Source: an optimization exercise on an open RTL-to-GDS flow (aim: small area). Production flows keep margins and buffers that such runs may drop.
In this exercise RTL edits were held to simulation tests only and were not proved equivalent to the original.
Power and IR drop assume default switching activity.

==> run a <==
==> flow/design.v <==
module datapath (
  input  logic        Clk,
  input  logic        Reset,
  input  logic [7:0]  D_Addr,
  input  logic        D_Wr,
  input  logic        RF_s,
  input  logic        RF_W_en,
  input  logic [3:0]  RF_W_Addr,
  input  logic [3:0]  RF_Ra_Addr,
  input  logic [3:0]  RF_Rb_Addr,
  input  logic [2:0]  ALU_s0,
  output logic [15:0] Ra_Data,
  output logic [15:0] Rb_Data,
  output logic [15:0] ALU_Out,
  output logic [15:0] W_Data,
  output logic [2:0]  Flags
);
  logic [15:0] rf  [16];
  logic [15:0] mem [256];
  logic [15:0] rd_data;
  logic [15:0] ra_sel, rb_sel;
  always_comb begin
    ra_sel = '0;
    rb_sel = '0;
    ra_sel[RF_Ra_Addr] = 1'b1;
    rb_sel[RF_Rb_Addr] = 1'b1;
  end
  logic [15:0][15:0] rf_bits;
  for (genvar r = 0; r < 16; r++) begin : g_rfb
    assign rf_bits[r] = rf[r];
  end
  dp_rfport u_ra (.sel(ra_sel), .rf(rf_bits), .q(Ra_Data));
  dp_rfport u_rb (.sel(rb_sel), .rf(rf_bits), .q(Rb_Data));
  logic [15:0] rf_load_n;
  logic [15:0] rf_wn;      
  assign rf_wn = ~W_Data | {16{Reset}};
  for (genvar r = 0; r < 16; r++) begin : g_rf
    assign rf_load_n[r] = ~(Reset | (RF_W_en & (RF_W_Addr == 4'(r))));
    for (genvar b = 0; b < 16; b++) begin : g_b
      logic nxt;
      dp_hold u (.load_n(rf_load_n[r]), .dn(rf_wn[b]), .q(rf[r][b]), .d(nxt));
      always_ff @(posedge Clk) rf[r][b] <= nxt;
    end
  end
  logic        op_sub, op_inc, op_arith;
  logic [15:0] b_in;
  logic [16:0] sum;
  logic        alu_c;
  assign op_sub   = (ALU_s0 == 3'b001);
  assign op_inc   = (ALU_s0 == 3'b110);
  assign op_arith = (ALU_s0 == 3'b000) | op_sub | op_inc;
  assign b_in     = op_inc ? 16'h0000 : (op_sub ? ~Rb_Data : Rb_Data);
  assign sum      = {1'b0, Ra_Data} + {1'b0, b_in} + {16'h0000, op_sub | op_inc};
  assign alu_c    = op_arith & (sum[16] ^ op_sub);
  always_comb begin
    case (ALU_s0)
      3'b000, 3'b001, 3'b110: ALU_Out = sum[15:0];
      3'b010:                 ALU_Out = Ra_Data;
      3'b011:                 ALU_Out = Ra_Data | Rb_Data;
      3'b100:                 ALU_Out = Ra_Data & Rb_Data;
      3'b101:                 ALU_Out = Ra_Data ^ Rb_Data;
      default:                ALU_Out = 16'h0000;
    endcase
  end
  assign W_Data = RF_s ? rd_data : ALU_Out;
  always_ff @(posedge Clk) begin
    if (Reset)                 Flags <= '0;
    else if (RF_W_en && !RF_s) Flags <= {alu_c, ALU_Out[15], ALU_Out == 16'h0000};
  end
  logic mem_phase;
  always_ff @(posedge Clk) mem_phase <= ~mem_phase;
  logic [15:0]  dec_hi, dec_lo, dec_hi_n, dec_lo_n, wdec_lo, wdec_lo_n;
  logic [255:0] sel;         
  logic [255:0] mem_load;    
  logic [255:0] mem_load_n;
  logic [15:0]  mem_wt;      
  logic [15:0]  mem_wy [16];  
  always_comb begin
    dec_hi = '0;
    dec_lo = '0;
    dec_hi[D_Addr[7:4]] = 1'b1;
    dec_lo[D_Addr[3:0]] = 1'b1;
  end
  assign dec_hi_n  = ~dec_hi;
  assign dec_lo_n  = ~dec_lo;
  assign wdec_lo   = dec_lo & {16{D_Wr & ~Reset}};
  assign wdec_lo_n = ~wdec_lo;
  assign mem_wt    = ~(Ra_Data ^ {16{mem_phase}});
  for (genvar g = 0; g < 16; g++) begin : g_wy
    for (genvar b = 0; b < 16; b++) begin : g_b
      dp_inv u (.a(mem_wt[b]), .y(mem_wy[g][b]));
    end
  end
  for (genvar w = 0; w < 256; w++) begin : g_word
    dp_nor2  u_sel (.a(dec_hi_n[w / 16]), .b(dec_lo_n[w % 16]), .y(sel[w]));
    dp_nand2 u_ldn (.a(dec_hi[w / 16]), .b(wdec_lo[w % 16]), .y(mem_load_n[w]));
    dp_nor2  u_ld  (.a(dec_hi_n[w / 16]), .b(wdec_lo_n[w % 16]), .y(mem_load[w]));
    for (genvar b = 0; b < 16; b++) begin : g_b
      logic nxt;
      dp_flip u (.load(mem_load[w]), .load_n(mem_load_n[w]), .y(mem_wy[w / 16][b]),
                 .q(mem[w][b]), .d(nxt));
      always_ff @(posedge Clk) mem[w][b] <= nxt;
    end
  end
  logic [15:0] rd_next;
  for (genvar b = 0; b < 16; b++) begin : g_bit
    logic [85:0] l1;
    logic [21:0] l2;
    logic [5:0]  l3;
    for (genvar k = 0; k < 85; k++) begin : g_l1
      dp_aoi222 u (.a1(mem[3*k][b]),   .a2(sel[3*k]),
                   .b1(mem[3*k+1][b]), .b2(sel[3*k+1]),
                   .c1(mem[3*k+2][b]), .c2(sel[3*k+2]), .y(l1[k]));
    end
    dp_nand2 u_l1x (.a(mem[255][b]), .b(sel[255]), .y(l1[85]));
    for (genvar k = 0; k < 21; k++) begin : g_l2
      dp_nand4 u (.a(l1[4*k]), .b(l1[4*k+1]), .c(l1[4*k+2]), .d(l1[4*k+3]), .y(l2[k]));
    end
    dp_nand2 u_l2x (.a(l1[84]), .b(l1[85]), .y(l2[21]));
    for (genvar k = 0; k < 5; k++) begin : g_l3
      dp_or4 u (.a(l2[4*k]), .b(l2[4*k+1]), .c(l2[4*k+2]), .d(l2[4*k+3]), .y(l3[k]));
    end
    dp_or2 u_l3x (.a(l2[20]), .b(l2[21]), .y(l3[5]));
    assign rd_next[b] = (|l3) ^ mem_phase;
  end
  always_ff @(posedge Clk) begin
    if (Reset) rd_data <= '0;
    else       rd_data <= rd_next;
  end
endmodule
module dp_rfport (
  input  logic [15:0] sel,
  input  logic [15:0][15:0] rf,
  output logic [15:0] q
);
  for (genvar b = 0; b < 16; b++) begin : g_bit
    logic [5:0] l1;
    logic [1:0] l2;
    for (genvar k = 0; k < 5; k++) begin : g_l1
      dp_aoi222 u (.a1(rf[3*k][b]),   .a2(sel[3*k]),
                   .b1(rf[3*k+1][b]), .b2(sel[3*k+1]),
                   .c1(rf[3*k+2][b]), .c2(sel[3*k+2]), .y(l1[k]));
    end
    dp_nand2 u_l1x (.a(rf[15][b]), .b(sel[15]), .y(l1[5]));
    dp_nand3 u_l2a (.a(l1[0]), .b(l1[1]), .c(l1[2]), .y(l2[0]));
    dp_nand3 u_l2b (.a(l1[3]), .b(l1[4]), .c(l1[5]), .y(l2[1]));
    dp_or2   u_l3  (.a(l2[0]), .b(l2[1]), .y(q[b]));
  end
endmodule
module dp_nand3 (
  input  logic a, b, c,
  output logic y
);
  assign y = ~(a & b & c);
endmodule
module dp_flip (
  input  logic load, load_n, y, q,
  output logic d
);
  dp_oai22 u (.a1(load), .a2(q), .b1(load_n), .b2(y), .y(d));
endmodule
module dp_oai22 (
  input  logic a1, a2, b1, b2,
  output logic y
);
  assign y = ~((a1 | a2) & (b1 | b2));
endmodule
module dp_hold (
  input  logic load_n, dn, q,
  output logic d
);
  logic keep;
  dp_nand2 u_k (.a(load_n), .b(q), .y(keep));
  dp_oai21 u_d (.a1(load_n), .a2(dn), .b1(keep), .y(d));
endmodule
module dp_oai21 (
  input  logic a1, a2, b1,
  output logic y
);
  assign y = ~((a1 | a2) & b1);
endmodule
module dp_aoi222 (
  input  logic a1, a2, b1, b2, c1, c2,
  output logic y
);
  assign y = ~((a1 & a2) | (b1 & b2) | (c1 & c2));
endmodule
module dp_inv (
  input  logic a,
  output logic y
);
  assign y = ~a;
endmodule
module dp_nand2 (
  input  logic a, b,
  output logic y
);
  assign y = ~(a & b);
endmodule
module dp_nor2 (
  input  logic a, b,
  output logic y
);
  assign y = ~(a | b);
endmodule
module dp_nand4 (
  input  logic a, b, c, d,
  output logic y
);
  assign y = ~(a & b & c & d);
endmodule
module dp_or4 (
  input  logic a, b, c, d,
  output logic y
);
  assign y = a | b | c | d;
endmodule
module dp_or2 (
  input  logic a, b,
  output logic y
);
  assign y = a | b;
endmodule
==> flow/flow/run.sh <==
#!/bin/bash
set -euo pipefail
bash standard.sh \
  "CTS_ARGS=-sink_clustering_enable -repair_clock_nets -buf_list sky130_fd_sc_hd__clkbuf_16 -sink_clustering_size 27 -sink_clustering_max_diameter 85 -dont_use_dummy_load" \
  "BUFFER_PORTS_ARGS=-buffer_cell sky130_fd_sc_hd__buf_2" \
  finish > standard.log 2>&1
==> flow/standard.sh <==
#!/bin/bash
# synth_recipe.tcl (not shown) runs the flow's synth.tcl, then flattens the netlist and writes it again
# the make line also repeats each setting of config.mk as NAME=value (left out here)
make -C /OpenROAD-flow-scripts/flow DESIGN_CONFIG=/design/flow/config.mk WORK_HOME=/design/flow/orfs CLKGATE_MAP_FILE= SYNTH_SCRIPT=/design/flow/synth_recipe.tcl "${@:-finish}"
==> flow/config.mk <==
export PLATFORM = sky130hd
export DESIGN_NAME = datapath
export DESIGN_NICKNAME = datapath
export VERILOG_FILES = /design/flow/design.v
export SDC_FILE = /design/flow/constraint.sdc
export NUM_CORES = 4
export LEC_CHECK = 0
export CAP_MARGIN = 20
export CELL_PAD_IN_SITES_DETAIL_PLACEMENT = 1
export CELL_PAD_IN_SITES_GLOBAL_PLACEMENT = 1
export CORE_MARGIN = 2
export CORE_UTILIZATION = 45
export CTS_BUF_LIST = sky130_fd_sc_hd__clkbuf_16
export CTS_CLUSTER_DIAMETER = 85
export CTS_CLUSTER_SIZE = 27
export SETUP_SLACK_MARGIN = 0.05
export SLEW_MARGIN = 20
export SYNTH_HIERARCHICAL = 1
==> flow/constraint.sdc <==
create_clock -name core_clock -period 7.5 [get_ports {Clk}]
set_input_delay 1.5000 -clock core_clock [delete_from_list [all_inputs] [get_ports {Clk}]]
set_output_delay 1.5000 -clock core_clock [all_outputs]
set_load 0.01 [all_outputs]
==> run b (differences from run a) <==
==> flow/design.v, changed modules only <==
module datapath (
  input  logic        Clk,
  input  logic        Reset,
  input  logic [7:0]  D_Addr,
  input  logic        D_Wr,
  input  logic        RF_s,
  input  logic        RF_W_en,
  input  logic [3:0]  RF_W_Addr,
  input  logic [3:0]  RF_Ra_Addr,
  input  logic [3:0]  RF_Rb_Addr,
  input  logic [2:0]  ALU_s0,
  output logic [15:0] Ra_Data,
  output logic [15:0] Rb_Data,
  output logic [15:0] ALU_Out,
  output logic [15:0] W_Data,
  output logic [2:0]  Flags
);
  logic [15:0] rf  [16];
  logic [15:0] mem [256];
  logic [15:0] rd_data;
  assign Ra_Data = rf[RF_Ra_Addr];
  assign Rb_Data = rf[RF_Rb_Addr];
  logic [15:0] rf_load_n;
  logic [15:0] rf_wn;      
  assign rf_wn = ~W_Data | {16{Reset}};
  for (genvar r = 0; r < 16; r++) begin : g_rf
    assign rf_load_n[r] = ~(Reset | (RF_W_en & (RF_W_Addr == 4'(r))));
    for (genvar b = 0; b < 16; b++) begin : g_b
      logic nxt;
      dp_hold u (.load_n(rf_load_n[r]), .dn(rf_wn[b]), .q(rf[r][b]), .d(nxt));
      always_ff @(posedge Clk) rf[r][b] <= nxt;
    end
  end
  logic        op_sub, op_inc, op_arith;
  logic [15:0] b_in;
  logic [16:0] sum;
  logic        alu_c;
  assign op_sub   = (ALU_s0 == 3'b001);
  assign op_inc   = (ALU_s0 == 3'b110);
  assign op_arith = (ALU_s0 == 3'b000) | op_sub | op_inc;
  assign b_in     = op_inc ? 16'h0000 : (op_sub ? ~Rb_Data : Rb_Data);
  assign sum      = {1'b0, Ra_Data} + {1'b0, b_in} + {16'h0000, op_sub | op_inc};
  assign alu_c    = op_arith & (sum[16] ^ op_sub);
  always_comb begin
    case (ALU_s0)
      3'b000, 3'b001, 3'b110: ALU_Out = sum[15:0];
      3'b010:                 ALU_Out = Ra_Data;
      3'b011:                 ALU_Out = Ra_Data | Rb_Data;
      3'b100:                 ALU_Out = Ra_Data & Rb_Data;
      3'b101:                 ALU_Out = Ra_Data ^ Rb_Data;
      default:                ALU_Out = 16'h0000;
    endcase
  end
  assign W_Data = RF_s ? rd_data : ALU_Out;
  always_ff @(posedge Clk) begin
    if (Reset)                 Flags <= '0;
    else if (RF_W_en && !RF_s) Flags <= {alu_c, ALU_Out[15], ALU_Out == 16'h0000};
  end
  logic [15:0]  dec_hi, dec_lo, dec_hi_n, dec_lo_n, wdec_lo;
  logic [255:0] sel;         
  logic [255:0] mem_load_n;  
  logic [15:0]  mem_wn;      
  always_comb begin
    dec_hi = '0;
    dec_lo = '0;
    dec_hi[D_Addr[7:4]] = 1'b1;
    dec_lo[D_Addr[3:0]] = 1'b1;
  end
  assign dec_hi_n = ~dec_hi;
  assign dec_lo_n = ~dec_lo;
  assign wdec_lo  = dec_lo & {16{D_Wr & ~Reset}};
  assign mem_wn   = ~Ra_Data;
  for (genvar w = 0; w < 256; w++) begin : g_word
    dp_nor2  u_sel (.a(dec_hi_n[w / 16]), .b(dec_lo_n[w % 16]), .y(sel[w]));
    dp_nand2 u_ld  (.a(dec_hi[w / 16]), .b(wdec_lo[w % 16]), .y(mem_load_n[w]));
    for (genvar b = 0; b < 16; b++) begin : g_b
      logic nxt;
      dp_hold u (.load_n(mem_load_n[w]), .dn(mem_wn[b]), .q(mem[w][b]), .d(nxt));
      always_ff @(posedge Clk) mem[w][b] <= nxt;
    end
  end
  logic [15:0] rd_next;
  for (genvar b = 0; b < 16; b++) begin : g_bit
    logic [85:0] l1;
    logic [21:0] l2;
    logic [5:0]  l3;
    for (genvar k = 0; k < 85; k++) begin : g_l1
      dp_aoi222 u (.a1(mem[3*k][b]),   .a2(sel[3*k]),
                   .b1(mem[3*k+1][b]), .b2(sel[3*k+1]),
                   .c1(mem[3*k+2][b]), .c2(sel[3*k+2]), .y(l1[k]));
    end
    dp_nand2 u_l1x (.a(mem[255][b]), .b(sel[255]), .y(l1[85]));
    for (genvar k = 0; k < 21; k++) begin : g_l2
      dp_nand4 u (.a(l1[4*k]), .b(l1[4*k+1]), .c(l1[4*k+2]), .d(l1[4*k+3]), .y(l2[k]));
    end
    dp_nand2 u_l2x (.a(l1[84]), .b(l1[85]), .y(l2[21]));
    for (genvar k = 0; k < 5; k++) begin : g_l3
      dp_or4 u (.a(l2[4*k]), .b(l2[4*k+1]), .c(l2[4*k+2]), .d(l2[4*k+3]), .y(l3[k]));
    end
    dp_or2 u_l3x (.a(l2[20]), .b(l2[21]), .y(l3[5]));
    assign rd_next[b] = |l3;
  end
  always_ff @(posedge Clk) begin
    if (Reset) rd_data <= '0;
    else       rd_data <= rd_next;
  end
endmodule
// module dp_rfport removed
// module dp_nand3 removed
// module dp_flip removed
// module dp_oai22 removed
// module dp_inv removed
==> flow/run.sh (new file) <==
#!/bin/bash
# synth_recipe.tcl (not shown) runs the flow's synth.tcl, then flattens the netlist and writes it again
# the make line also repeats each setting of config.mk as NAME=value (left out here)
make -C /OpenROAD-flow-scripts/flow DESIGN_CONFIG=/design/flow/config.mk WORK_HOME=/design/flow/orfs CLKGATE_MAP_FILE= SYNTH_SCRIPT=/design/flow/synth_recipe.tcl finish
==> flow/config.mk (replaced) <==
export PLATFORM = sky130hd
export DESIGN_NAME = datapath
export DESIGN_NICKNAME = datapath
export VERILOG_FILES = /design/flow/design.v
export SDC_FILE = /design/flow/constraint.sdc
export NUM_CORES = 4
export LEC_CHECK = 0
export CAP_MARGIN = 5
export CORE_MARGIN = 2
export CORE_UTILIZATION = 50
export CTS_BUF_LIST = sky130_fd_sc_hd__clkbuf_16
export CTS_CLUSTER_DIAMETER = 80
export CTS_CLUSTER_SIZE = 25
export SETUP_SLACK_MARGIN = 0.1
export SLEW_MARGIN = 5
export SYNTH_HIERARCHICAL = 1
removed: flow/flow/run.sh
removed: flow/standard.sh
==> run c (differences from run a) <==
==> flow/flow/run.sh (replaced) <==
#!/bin/bash
set -euo pipefail
bash standard.sh \
  "CTS_ARGS=-sink_clustering_enable -repair_clock_nets -buf_list sky130_fd_sc_hd__clkbuf_16 -sink_clustering_size 25 -sink_clustering_max_diameter 80 -dont_use_dummy_load" \
  "BUFFER_PORTS_ARGS=-buffer_cell sky130_fd_sc_hd__buf_2" \
  "RECOVER_POWER=100" \
  finish > standard.log 2>&1
--- a/flow/config.mk
+++ b/flow/config.mk
@@ -7,3 +7,3 @@
 export LEC_CHECK = 0
-export CAP_MARGIN = 20
+export CAP_MARGIN = 10
 export CELL_PAD_IN_SITES_DETAIL_PLACEMENT = 1
@@ -13,6 +13,6 @@
 export CTS_BUF_LIST = sky130_fd_sc_hd__clkbuf_16
-export CTS_CLUSTER_DIAMETER = 85
-export CTS_CLUSTER_SIZE = 27
-export SETUP_SLACK_MARGIN = 0.05
-export SLEW_MARGIN = 20
+export CTS_CLUSTER_DIAMETER = 80
+export CTS_CLUSTER_SIZE = 25
+export SETUP_SLACK_MARGIN = 0.1
+export SLEW_MARGIN = 10
 export SYNTH_HIERARCHICAL = 1
==> run d (differences from run a) <==
==> flow/flow/run.sh (replaced) <==
#!/bin/bash
set -euo pipefail
bash standard.sh \
  "CTS_ARGS=-sink_clustering_enable -repair_clock_nets -buf_list sky130_fd_sc_hd__clkbuf_16 -sink_clustering_size 25 -sink_clustering_max_diameter 80 -dont_use_dummy_load" \
  "BUFFER_PORTS_ARGS=-buffer_cell sky130_fd_sc_hd__buf_2" \
  finish > standard.log 2>&1
--- a/flow/config.mk
+++ b/flow/config.mk
@@ -13,5 +13,5 @@
 export CTS_BUF_LIST = sky130_fd_sc_hd__clkbuf_16
-export CTS_CLUSTER_DIAMETER = 85
-export CTS_CLUSTER_SIZE = 27
-export SETUP_SLACK_MARGIN = 0.05
+export CTS_CLUSTER_DIAMETER = 80
+export CTS_CLUSTER_SIZE = 25
+export SETUP_SLACK_MARGIN = 0.15
 export SLEW_MARGIN = 20
==> summary.txt <==
Most frequent cells in the layout = 4,692 x nand2_1, 4,371 x dfxtp_1, 4,355 x o21ai_1
Distinct cell type count after synthesis = 75
Die Span X = 554 µm
Pint = 29,900 µW
Taps Inserted = 3,978
Static leakage = 0.0569 µW
Status = no timing/DRC/antenna violations
Effective utilization at floorplan = 50.1%
(the above is from run b)
==> summary.txt <==
Status = no timing/DRC/antenna violations
Effective utilization at floorplan = 45.2%
Die Span X = 566 µm
Pint = 31,100 µW
(the above is from run d)
==> summary.txt <==
Status = finished with violations
Violated checks = capacitance limit, slew limit, setup timing
Max_cap viols = 16
Final setup fails = 503
Fin worst setup slack = -0.454 ns
Slew Viols, Final = 206
(the above is from run c)
==> summary.txt <==
Die Span X = 566 µm
Most frequent cells in the layout = 4,372 x dfxtp_1, 4,099 x o22ai_1, 1,520 x a222oi_1
Distinct cell type count after synthesis = 73
Taps Inserted = 4,160
Effective utilization at floorplan = 45.2%
Static leakage = 0.0577 µW
Pint = 30,800 µW
Status = no timing/DRC/antenna violations
(the above is from run a)

-- afterwards: timing with drivers on the ports --
In the flow no input, the clock included, has a driving cell. The finished layouts below were timed again as built, in two steps.
Step 1: set_driving_cell puts a clkbuf_16 on Clk and a buf_2 on each other input, an assumption about the parent block.
Step 2 also shifts input and output timing later by t, the mid clock arrival at the registers, as if the neighbouring blocks saw the same clock.
Slacks: no drivers / after step 1 / after step 2; pairs: no drivers / after step 1.
| run | t, ns | setup slack, ns | worst hold slack (ns) | worst setup path at the end | worst slew at a driven data input, ns |
|---|---|---|---|---|---|
| run a | 0.999 | 0.144 / 0.116 / -0.008 | 0.460 / 0.460 / 0.460 | input to register | 0.13 |
| run b | 1.036 | 0.180 / 0.118 / 0.118 | 0.450 / 0.450 / 0.450 | input to output | 0.21 |
| run c | 1.043 | -0.454 / -0.364 / -1.407 | 0.461 / 0.461 / 0.461 | input to register | 0.13 |
| run d | 1.042 | 0.262 / 0.240 / 0.015 | 0.460 / 0.460 / 0.460 | input to register | 0.15 |
Met with ideal ports but missed after step 2: setup timing in run a. For run c, which loses most, drivers alone change the setup slack by +0.090 ns; drivers and shift together by -0.953 ns.
